Background: an optimization exercise with open tools, aiming at small area, a short achievable clock period and few clock cycles per item. Do not read the settings as production practice.
In this exercise RTL edits were held to simulation tests only and were not proved equivalent to the original.
Power is estimated from default activity; no workload was simulated.

==> delta <==
Design poly1305_reduce, start of the top module:
module poly1305_reduce
(
  input  logic           clk,
  input  logic           rst,
  input  logic           start,
  input  logic [P_W-1:0] P,
  output logic [H_W-1:0] H,
  output logic           ready,
  output logic           busy
);
clock: 6.0 ns
lec_check: 0
abc_area: 1
cap_margin: 20
core_margin: 2
core_utilization: 40
setup_slack_margin: 2.5
slew_margin: 20
standard.sh (not shown) runs the stock make flow with config.mk's settings and CLKGATE_MAP_FILE= SYNTH_SCRIPT=/design/flow/synth_recipe.tcl, a recipe that flattens the netlist after the stock synthesis.
==> flow/flow/run.sh <==
#!/bin/bash
# Layout flow: the standard layout (standard.sh: ORFS with the standard flow's synthesis, config and
# constraints), except that the port buffers buffer_ports inserts are buf_1 cells instead of
# the cell it picks by default (clkdlybuf4s50_1, a slow delay cell). Every port still gets
# its buffer. The full output of the run is kept in standard_flow.log in this folder; ORFS
# keeps each step's own log under orfs/logs/.
set -euo pipefail
bash standard.sh "BUFFER_PORTS_ARGS=-buffer_cell sky130_fd_sc_hd__buf_1" finish > standard_flow.log 2>&1
==> inputs of sierra, as changes to delta <==
Settings changed: SETUP_SLACK_MARGIN 2.5 to 2.
==> comparison table <==
Run status: delta finished clean; sierra finished clean
Tightest slew margin relative to the limit: delta 34.2%; sierra 42.5%
Number of vias in the routed layout: delta 18.5k; sierra 18.2k
Post-detail-place hpwl: delta 38.9 mm; sierra 38.8 mm
Arrival time worst endpoint: delta 2.81 ns; sierra 2.77 ns
Part of the total power dissipated in combinational logic: delta 63.2%; sierra 61.6%
Multi-Input Combinational: delta 2027; sierra 2021
Per-cell via count in the routed design: delta 5.19; sierra 5.14
Met3 WL: delta 3.45 mm; sierra 3.44 mm
Pin count of the biggest net entering global routing: delta 39; sierra 43
Number of antenna violations at the first check in global routing: delta 0; sierra 1
Dpl cell area: delta 19100 um2; sierra 19000 um2
Fraction of layout cells with a size suffix above 1: delta 21.9%; sierra 17.0%
Post-layout worst setup margin: delta 1.99 ns; sierra 2.03 ns
Area growth from synthesis to layout: delta 36.2%; sierra 29.4%
Power in combinational cells: delta 4.73 mW; sierra 4.40 mW
End of the critical path: delta H[63]; sierra H[123]
Actual slew at the worst max-slew pin: delta 0.987 ns; sierra 0.863 ns
Placement-stage worst setup slack: delta 1.25 ns; sierra 1.27 ns
Testbench counts of delta, summed over its fixed seeds: cycles 1,600, items 1,600.
Testbench counts of sierra, summed over its fixed seeds: cycles 1,600, items 1,600.

========
==> 08-20 <==
Another version of the RTL of poly1305_reduce (not shown whole).
Settings: LEC_CHECK=0, CAP_MARGIN=20, CORE_MARGIN=2, CORE_UTILIZATION=40, SETUP_SLACK_MARGIN=2.5, SLEW_MARGIN=20; clock period 6.0 ns.
Scripts as last shown in full above: flow/flow/run.sh
==> 10-23: changes against 08-20 <==
==> flow/run.sh (new file) <==
#!/bin/bash
# synth_recipe.tcl (not shown) runs the flow's synth.tcl, then flattens the netlist and writes it again
# the make line also repeats each setting of config.mk as NAME=value (left out here)
make -C /OpenROAD-flow-scripts/flow DESIGN_CONFIG=/design/flow/config.mk WORK_HOME=/design/flow/orfs CLKGATE_MAP_FILE= SYNTH_SCRIPT=/design/flow/synth_recipe.tcl finish
Settings changed: SETUP_SLACK_MARGIN 2.5 to 2.
removed: flow/flow/run.sh
removed: flow/standard.sh
==> 01-05: changes against 08-20 <==
Settings changed: ABC_AREA from default to 1.
==> flow_summary.json <==
{
  "period_minus_slack_ps": 4570,
  "worst_hold_slack_ps": 569,
  "layout-drive-gt1-share_pct": 33.7,
  "clkSlewWorstSetupHoldPaths_ps": 70,
  "status": "no timing/DRC/antenna violations",
  "p_seq_uw": 1950,
  "timing.critical_path.mode_cell": "buf_4",
  "insertedDiodeCount": 3,
  "cpPeakStageDelay_ps": 490,
  "core_region_area_um2": 35600,
  "placement_rows": 69,
  "synth.area.mux_share_pct": 4.85,
  "power.density_nw_per_um2": 335
}
The numbers above come from 08-20.

==> flow_summary.json <==
{
  "status": "no timing/DRC/antenna violations",
  "placement_rows": 69,
  "insertedDiodeCount": 0,
  "cpPeakStageDelay_ps": 350,
  "worst_hold_slack_ps": 897,
  "period_minus_slack_ps": 4660,
  "p_seq_uw": 1930,
  "clkSlewWorstSetupHoldPaths_ps": 70
}
The numbers above come from 10-23.

==> flow_summary.json <==
{
  "layout-drive-gt1-share_pct": 23.5,
  "period_minus_slack_ps": 4250,
  "cpPeakStageDelay_ps": 330,
  "worst_setup_path_start_kind": "flip-flop",
  "p_seq_uw": 1760,
  "status": "no timing/DRC/antenna violations",
  "clkSlewWorstSetupHoldPaths_ps": 60,
  "numPlacedInstances": 3241,
  "placement_rows": 74
}
The numbers above come from 01-05.

Testbench counts of 08-20, summed over its fixed seeds: cycles 1,600, items 1,600.
Testbench counts of 10-23, summed over its fixed seeds: cycles 1,600, items 1,600.
Testbench counts of 01-05, summed over its fixed seeds: cycles 1,600, items 1,600.

========
==> run A <==
Another version of the RTL of poly1305_reduce (not shown whole).
export LEC_CHECK = 0
export ABC_AREA = 1
export CAP_MARGIN = 20
export CORE_MARGIN = 2
export CORE_UTILIZATION = 40
export SETUP_SLACK_MARGIN = 1.75
export SLEW_MARGIN = 20
create_clock -name core_clock -period 6.0 [get_ports {clk}]
==> flow/flow/run.sh <==
#!/bin/bash
# Layout flow: the standard layout (standard.sh: ORFS with the standard flow's synthesis, config and
# constraints), except that the port buffers buffer_ports inserts are buf_1 cells instead of
# the cell it picks by default (clkdlybuf4s50_1, a slow delay cell). Every port still gets
# its buffer. The full output of the run is kept in standard_flow.log in this folder; ORFS
# keeps each step's own log under orfs/logs/.
set -euo pipefail
bash standard.sh "BUFFER_PORTS_ARGS=-buffer_cell sky130_fd_sc_hd__buf_1" finish > standard_flow.log 2>&1
==> inputs of run Z, as changes to run A <==
- CORE_UTILIZATION: 40 -> 45
- SETUP_SLACK_MARGIN: 1.75 -> 2
==> run notes <==
Status: run A no timing/DRC/antenna violations; run Z no timing/DRC/antenna violations
Power per standard cell area: run A 339 mW/mm²; run Z 336 mW/mm²
Wire length on met3: run A 2.38 mm; run Z 2.32 mm
Clock group power: run A 0.00113 W; run Z 0.00112 W
Placeable Area: run A 0.0376 mm²; run Z 0.0334 mm²
Worst Path Buf+Inv: run A 5; run Z 2
Final core utilization: run A 48.0%; run Z 54.3%
Area used by sequential logic in the layout: run A 0.00363 mm²; run Z 0.00363 mm²
Critical path's slowest cell: run A sky130_fd_sc_hd__dfxtp_2; run Z sky130_fd_sc_hd__dfxtp_1
Post-CTS setup-driven buffer insertion count: run A 2; run Z 3
Maximum single-stage delay on the critical path: run A 380 ps; run Z 340 ps
Final critical-path required period: run A 4010 ps; run Z 3960 ps
Upper clock frequency limit: run A 249 MHz; run Z 252 MHz
Area taken by multi-input logic gates: run A 0.0104 mm²; run Z 0.0104 mm²
Fraction of area in non-clock buffers: run A 8.62%; run Z 9.32%
Number of DRC markers after the initial detailed-route iteration: run A 456; run Z 428
Internal power of the cells: run A 0.00339 W; run Z 0.00340 W
Average via count per standard cell: run A 4.64; run Z 4.73
Fill count: run A 3705; run Z 3262
Arrival time of data at the critical path endpoint: run A 2810 ps; run Z 2760 ps
Pin count of the biggest net entering global routing: run A 53; run Z 38
Layout cells sized above 1: run A 4.38%; run Z 5.74%
Switching component of the power: run A 0.00273 W; run Z 0.00268 W
Estimated wirelength of the detail-placed design: run A 32.9 mm; run Z 31.4 mm
Via total after detailed routing: run A 12800; run Z 12800
Comb pwr: run A 0.00309 W; run Z 0.00307 W
Testbench counts of run A, summed over its fixed seeds: cycles 1,600, items 1,600.
Testbench counts of run Z, summed over its fixed seeds: cycles 1,600, items 1,600.

========
==> xenon: inputs <==
Starting RTL as in the previous note.
export LEC_CHECK = 0
export ABC_AREA = 1
export CAP_MARGIN = 20
export CORE_MARGIN = 2
export CORE_UTILIZATION = 40
export SETUP_SLACK_MARGIN = 1.5
export SLEW_MARGIN = 20
create_clock -name core_clock -period 6.0 [get_ports {clk}]
Scripts as last shown in full above: flow/flow/run.sh
==> ember: changes against xenon <==
Settings changed: SETUP_SLACK_MARGIN 1.5 to 2.25.
==> quartz: changes against xenon <==
Settings changed: GPL_TIMING_DRIVEN set to 1, SETUP_SLACK_MARGIN 1.5 to 2.
==> flow_summary.ini <==
[critical_path]
crit_chain = inv_1 > ha_1 > nand2_1 > nand2_1 > o21bai_1 > nand2_1 > nand4_1 > buf_6 > inv_1 > a21oi_2 > inv_2 > o21bai_1 > xor2_1 > buf_1
cp_common_cell = nand2_1
crit_fanout = 20
worst_path_largest_cell_delay_ns = 0.43

[routing]
vias = 12700
first_iter_violations = 460

[final_layout]
layout_common_cells = buf_1, inv_1, nand2_1
fillCellCount = 3714
buffer_area_frac = 0.0849
clock_area_frac = 0.0327

[grt]
grt_pass1_vias = 12700

[power]
ir_worst_vdd_v = 0.000153
p_leak_nw = 9.16

[status]
status = no timing/DRC/antenna violations
# the run above: xenon

==> flow_summary.ini <==
[status]
status = no timing/DRC/antenna violations

[routing]
vias = 12900
first_iter_violations = 492

[critical_path]
worst_path_largest_cell_delay_ns = 0.35
crit_fanout = 13
cp_common_cell = nor2_4
crit_chain = nand2_1 > nor2_4 > nand2_4 > nor2_4 > inv_1 > nor2_1 > nand4_1 > clkbuf_16 > o31ai_1 > o21bai_1 > clkbuf_2

[grt]
grt_pass1_vias = 12800

[final_layout]
buffer_area_frac = 0.0932
fillCellCount = 3682
# the run above: quartz

==> flow_summary.ini <==
[status]
status = no timing/DRC/antenna violations

[routing]
first_iter_violations = 490
dr.max_layer_used = met5

[final_layout]
clock_area_frac = 0.0288
fillCellCount = 3486
multi_input_area_sq_um = 12000

[power]
p_leak_nw = 10.7

[critical_path]
crit_fanout = 7
worst_path_largest_cell_delay_ns = 0.37
cp_common_cell = nand2_8

[grt]
grt_start_max_net_pins = 27
# the run above: ember

Testbench counts of xenon, summed over its fixed seeds: cycles 1,600, items 1,600.
Testbench counts of ember, summed over its fixed seeds: cycles 1,600, items 1,600.
Testbench counts of quartz, summed over its fixed seeds: cycles 1,600, items 1,600.

==> static timing again, ports no longer ideal <==
How much do the figures lean on ideal ports? The routed layouts below were timed once more, with nothing changed but the port constraints.
Step 1: set_driving_cell puts a clkbuf_16 on clk and a buf_2 on each other input, an assumption about the parent block.
Step 2 moves the port delays by t, midway between the first and last clock arrival at a register: inputs arrive t later, outputs are due t later. That takes back most of the time a late clock gives input paths.
a / b / c = no drivers / after step 1 / after step 2; a / b = the first two.
run | t (ns) | setup slack, ns | clock arrival spread, ns | slew at the worst register clock pin (ns)
delta | 0.485 | 1.993 / 1.940 / 2.199 | 0.013 / 0.013 | 0.07 / 0.07
sierra | 0.492 | 2.030 / 1.974 / 1.879 | 0.017 / 0.016 | 0.07 / 0.07
08-20 | 0.476 | 1.429 / 1.378 / 1.854 | 0.011 / 0.010 | 0.07 / 0.07
10-23 | 0.472 | 1.341 / 1.290 / 1.708 | 0.012 / 0.013 | 0.07 / 0.07
01-05 | 0.508 | 1.750 / 1.696 / 2.184 | 0.012 / 0.012 | 0.07 / 0.07
run A | 0.474 | 1.988 / 1.941 / 2.136 | 0.015 / 0.015 | 0.08 / 0.08
run Z | 0.471 | 2.037 / 1.988 / 2.095 | 0.014 / 0.014 | 0.08 / 0.08
xenon | 0.476 | 1.780 / 1.732 / 2.135 | 0.016 / 0.015 | 0.08 / 0.08
ember | 0.480 | 2.182 / 2.132 / 2.130 | 0.015 / 0.015 | 0.08 / 0.08
quartz | 0.476 | 2.120 / 2.073 / 2.133 | 0.014 / 0.014 | 0.08 / 0.08
After both steps setup and hold are still met in every run listed. The setup slack of sierra, which loses most, moves by -0.056 ns with the drivers and by -0.151 ns with both steps.
